Source: an optimization exercise on an open RTL-to-GDS flow (aim: small area). Production flows keep margins and buffers that such runs may drop.
The RTL was checked by simulation tests, not by an equivalence proof against the original design.
No activity file was given, so power comes from the tool's default toggle rates.

run a:
==> flow/design.v (excerpt) <==
module pcpu (
    input  logic        clock,
    input  logic        reset,
    input  logic        enable,
    input  logic        start,
    input  logic [15:0] i_datain,
    output logic [7:0]  i_addr,
    input  logic [15:0] d_datain,
    output logic [7:0]  d_addr,
    output logic [15:0] d_dataout,
    output logic        d_we,
    input  logic [3:0]  select_y,
    output logic [15:0] y
);
For scale: roughly 730 cells after synthesis, ~160 flip-flops, ~6500 µm² of cells after synthesis.
export LEC_CHECK = 0
export CAP_MARGIN = 5
export CORE_MARGIN = 2
export CORE_UTILIZATION = 65
export GPL_TIMING_DRIVEN = 0
export SLEW_MARGIN = 5
export SYNTH_HIERARCHICAL = 1
export SYNTH_MINIMUM_KEEP_SIZE = 0
create_clock -name core_clock -period 10.0 [get_ports {clock}]
standard.sh (not shown) runs the stock make flow with config.mk's settings and CLKGATE_MAP_FILE= SYNTH_SCRIPT=/design/flow/synth_recipe.tcl, a recipe that flattens the netlist after the stock synthesis.
==> flow/flow/run.sh <==
#!/bin/bash
# Layout flow: the standard flow (standard.sh) with changes that only
# affect which cells implement the logic:
#  - synthesis maps the logic with an area-oriented ABC script (area.abc:
#    a 30-second &deepsyn restructuring, then area mapping with amap) and
#    leaves full adders to ABC (no ADDER_MAP_FILE step); everything else in
#    synthesis, registers included, is the standard flow's own
#  - the port buffers are buf_1 cells
#  - clock tree synthesis uses small clock buffers and no dummy loads
# Each tool's output goes to a log file of its own in this folder.
set -euo pipefail
W=$(pwd)
F=$W/flow

# Synthesis script: the standard flow's, with ABC's mapping script replaced
first=$(head -n 1 synth_recipe.tcl)
if [[ "$first" != 'proc synth {args} { yosys synth -nofsm -noshare {*}$args }' ]]; then
  echo "unexpected synth_recipe.tcl first line: $first" >&2
  exit 1
fi
{
  echo 'proc synth {args} {'
  echo '  uplevel #0 { set abc_args [list -script $::env(AREA_ABC_SCRIPT) {*}$lib_args {*}$lib_dont_use_args -constr $::env(OBJECTS_DIR)/abc.constr] }'
  echo '  yosys synth -nofsm -noshare {*}$args'
  echo '}'
  tail -n +2 synth_recipe.tcl
} > area_synth.tcl

# standard.sh with the synthesis script replaced and no adder mapping step
sed "s#SYNTH_SCRIPT=[^ ]*#SYNTH_SCRIPT=$W/area_synth.tcl ADDER_MAP_FILE=#" standard.sh > area_standard.sh
grep -q "SYNTH_SCRIPT=$W/area_synth.tcl ADDER_MAP_FILE=" area_standard.sh

export AREA_ABC_SCRIPT=$F/area.abc
export BUFFER_PORTS_ARGS="-buffer_cell sky130_fd_sc_hd__buf_1"
export CTS_ARGS="-sink_clustering_enable -repair_clock_nets -dont_use_dummy_load -buf_list {sky130_fd_sc_hd__clkbuf_2 sky130_fd_sc_hd__clkbuf_4 sky130_fd_sc_hd__clkbuf_8}"

bash area_standard.sh finish > $W/flow_make.log 2>&1
test -f $W/out/final.def
==> flow/flow/area.abc <==
strash
&get -n
&deepsyn -T 30
&put
dch -f
amap
strash
dch
amap
topo
stime -c
What run b does differently from run a at the input level:
-- flow/design.v --
<<< run a, line 160
            ring[j] <= ring[j - 1];
    end
    always_ff @(posedge clock)
    begin
        case (st)
            S_READ:  t <= rd;
            S_SH4:   t <= op[0] ? (t >> 4) : (t << 4);
            S_SH1:   t <= op[0] ? (t >> 1) : (t << 1);
            S_LO:    t[7:0] <= sum8;
            default: t <= t;
        endcase
    end
    always_ff @(posedge clock)
    begin
>>> run b, line 160
            ring[j] <= ring[j - 1];
    end
    logic [6:0]  t_sel;
    logic [15:0] t_nx;
    assign t_sel[0] = (st == S_READ);
    assign t_sel[1] = (st == S_SH4) && !op[0];
    assign t_sel[2] = (st == S_SH4) && op[0];
    assign t_sel[3] = (st == S_SH1) && !op[0];
    assign t_sel[4] = (st == S_SH1) && op[0];
    assign t_sel[5] = lo;
    assign t_sel[6] = !(t_sel[0] || (st == S_SH4) || (st == S_SH1) || lo);
    t_next u_t_next (.t(t), .rd(rd), .sum8(sum8), .sel(t_sel), .y(t_nx));
    always_ff @(posedge clock)
        t <= t_nx;
    always_ff @(posedge clock)
    begin
<<< run a, line 359
    end
endmodule
>>> run b, line 361
    end
endmodule
module t_next (
    input  logic [15:0] t,
    input  logic [15:0] rd,
    input  logic [7:0]  sum8,
    input  logic [6:0]  sel,
    output logic [15:0] y
);
    assign y = ({16{sel[0]}} & rd)
             | ({16{sel[1]}} & (t << 4))
             | ({16{sel[2]}} & (t >> 4))
             | ({16{sel[3]}} & (t << 1))
             | ({16{sel[4]}} & (t >> 1))
             | ({16{sel[5]}} & {t[15:8], sum8})
             | ({16{sel[6]}} & t);
endmodule
==> comparison <==
Total of fill cells in the finished design: run a and run b compared, higher one is run a
Going from run a to run b, least setup slack across all paths after layout shows an increase of 0.060 ns; average via count per standard cell now sits lower; wire length down 1.9%; clock skew ~0 delta; number of enable flip-flop cells after synthesis dropped 16.
Count of different cell masters after synthesis (run b over run a): decrease, 1

* * *

Another version of the RTL of pcpu (not shown whole).
For scale: about 710 cells after synthesis, ~150 flip-flops, about 89 I/O pins.
export LEC_CHECK = 0
export CAP_MARGIN = 5
export CORE_MARGIN = 2
export CORE_UTILIZATION = 65
export GPL_TIMING_DRIVEN = 0
export SLEW_MARGIN = 5
export SYNTH_HIERARCHICAL = 1
export SYNTH_MINIMUM_KEEP_SIZE = 0
create_clock -name core_clock -period 10.0 [get_ports {clock}]
Scripts as last shown in full above: flow/flow/run.sh, flow/flow/area.abc
Then changed:
--- a/flow/design.v
+++ b/flow/design.v
@@ -35,26 +35,27 @@
     output logic [7:0]  i_addr,
     input  logic [15:0] d_datain,
     output logic [7:0]  d_addr,
     output logic [15:0] d_dataout,
     output logic        d_we,
     input  logic [3:0]  select_y,
     output logic [15:0] y
 );
     localparam logic [2:0] S_READ = 3'd0, S_SH4 = 3'd1, S_SH1 = 3'd2, S_LO = 3'd3,
-                           S_CLRA = 3'd4, S_CLRB = 3'd5, S_HI = 3'd6;
+                           S_CLRA = 3'd4, S_CLRB = 3'd5, S_HI = 3'd6, S_PRE = 3'd7;
     logic        run, started;
     logic [7:0]  pc;
     logic        zf, nf, cf;
     logic [2:0]  st;
     logic [2:0]  ph;             
     logic [1:0]  cnt;            
     logic        c8;             
+    logic [7:0]  aq;             
     logic [15:0] t;              
     logic [15:0] ring [7];       
     logic [15:0] ir;
     logic [4:0]  op;
     logic [2:0]  f1, f2, f3;
     logic [3:0]  imm4;
     logic [7:0]  imm8;
     logic        go;             
     logic        lo, hi, clr;
@@ -116,19 +117,21 @@
             slot_oh[slot] = 1'b1;
     end
     for (genvar j = 0; j < 7; j++)
     begin : g_flat
         assign ring_flat[16 * j +: 16] = ring[j];
     end
     read_port u_read_port (.slots(ring_flat), .sel_oh(slot_oh), .rd(rd));
     logic [7:0] a8, b8, sum8;
     logic       cout;
-    assign a8 = hi ? rd[15:8] : rd[7:0];
+    assign a8 = aq;
+    always_ff @(posedge clock)
+        aq <= (lo || hi) ? rd[15:8] : rd[7:0];
     logic [3:0] b_sel;
     logic       b_t;
     assign b_t      = is_rr || is_shift;
     assign b_sel[0] = b_t && !hi;
     assign b_sel[1] = b_t && hi;
     assign b_sel[2] = !b_t && !hi && is_ldst;
     assign b_sel[3] = !b_t && (hi ? is_ldih : !(is_ldst || is_ldih));
     b_operand u_b_operand (.t(t), .imm8(imm8), .sel(b_sel), .y(b8));
     alu8 u_alu8 (.a(a8), .b(b8), .sub(is_sub), .cin(hi ? c8 : is_sub), .logic_op(is_logic),
@@ -239,26 +242,28 @@
                 S_READ:
                 begin
                     if (is_halt)
                         run <= 1'b0;
                     else if (is_shift && imm4[3:2] != 2'd0)
                         st <= S_SH4;
                     else if (is_shift && imm4[1:0] != 2'd0)
                         st <= S_SH1;
                     else
-                        st <= S_LO;
+                        st <= S_PRE;
                 end
                 S_SH4:
                     if (cnt_inc == imm4[3:2])
-                        st <= (imm4[1:0] != 2'd0) ? S_SH1 : S_LO;
+                        st <= (imm4[1:0] != 2'd0) ? S_SH1 : S_PRE;
                 S_SH1:
                     if (cnt_inc == imm4[1:0])
-                        st <= S_LO;
+                        st <= S_PRE;
+                S_PRE:
+                    st <= S_LO;
                 S_LO:
                     st <= S_HI;
                 default:
                     if (ready)
                     begin
                         st <= S_READ;
                         pc <= taken ? t[7:0] : pc_inc;
                         if (is_arith || is_shift)
                         begin
Total power climbs by 8.9%.
Area after synthesis is higher by about 2.4%.
Hold slack is better by 0.0073 ns.
Via count increases by 1.3%.
Wire length came out higher by about 5%.
Die area goes up by about 2.3%.
Non-clock buffer count went down by 2.
Clock power went up by about 1%.
Worst setup slack gets worse by 0.24 ns.
Clock skew drops by 0.0036 ns.
Combinational power came out higher by about 18%.
First-iteration DRC count fell by about 16%.
Clock-buffer cell count does not change.
Core utilization is lower by 1.9 points.

[separate check: timing with driven ports]
The flow's constraints put no driver on any port. The routed layouts listed below were extracted and timed again, unchanged, in two steps.
Step 1 assumes that a clkbuf_16 drives the clock port and a buf_2 every other input.
Step 2 moves the port delays by t, midway between the first and last clock arrival at a register: inputs arrive t later, outputs are due t later. That takes back most of the time a late clock gives input paths.
a / b / c = no drivers / after step 1 / after step 2; a / b = the first two.
run | t, ns | setup WS [ns] | worst slew at a driven data input, ns
run a | 0.485 | 0.476 / 0.453 / 0.453 | 0.05
run b | 0.483 | 0.536 / 0.508 / 0.508 | 0.05
the first run of note 2 | 0.468 | 0.641 / 0.641 / 0.211 | 0.03
the second run of note 2 | 0.471 | 0.401 / 0.378 / 0.378 | 0.04
After both steps setup and hold are still met in every run listed. For the first run of note 2, which loses most, drivers alone change the setup slack by 0.000 ns; drivers and shift together by -0.430 ns.
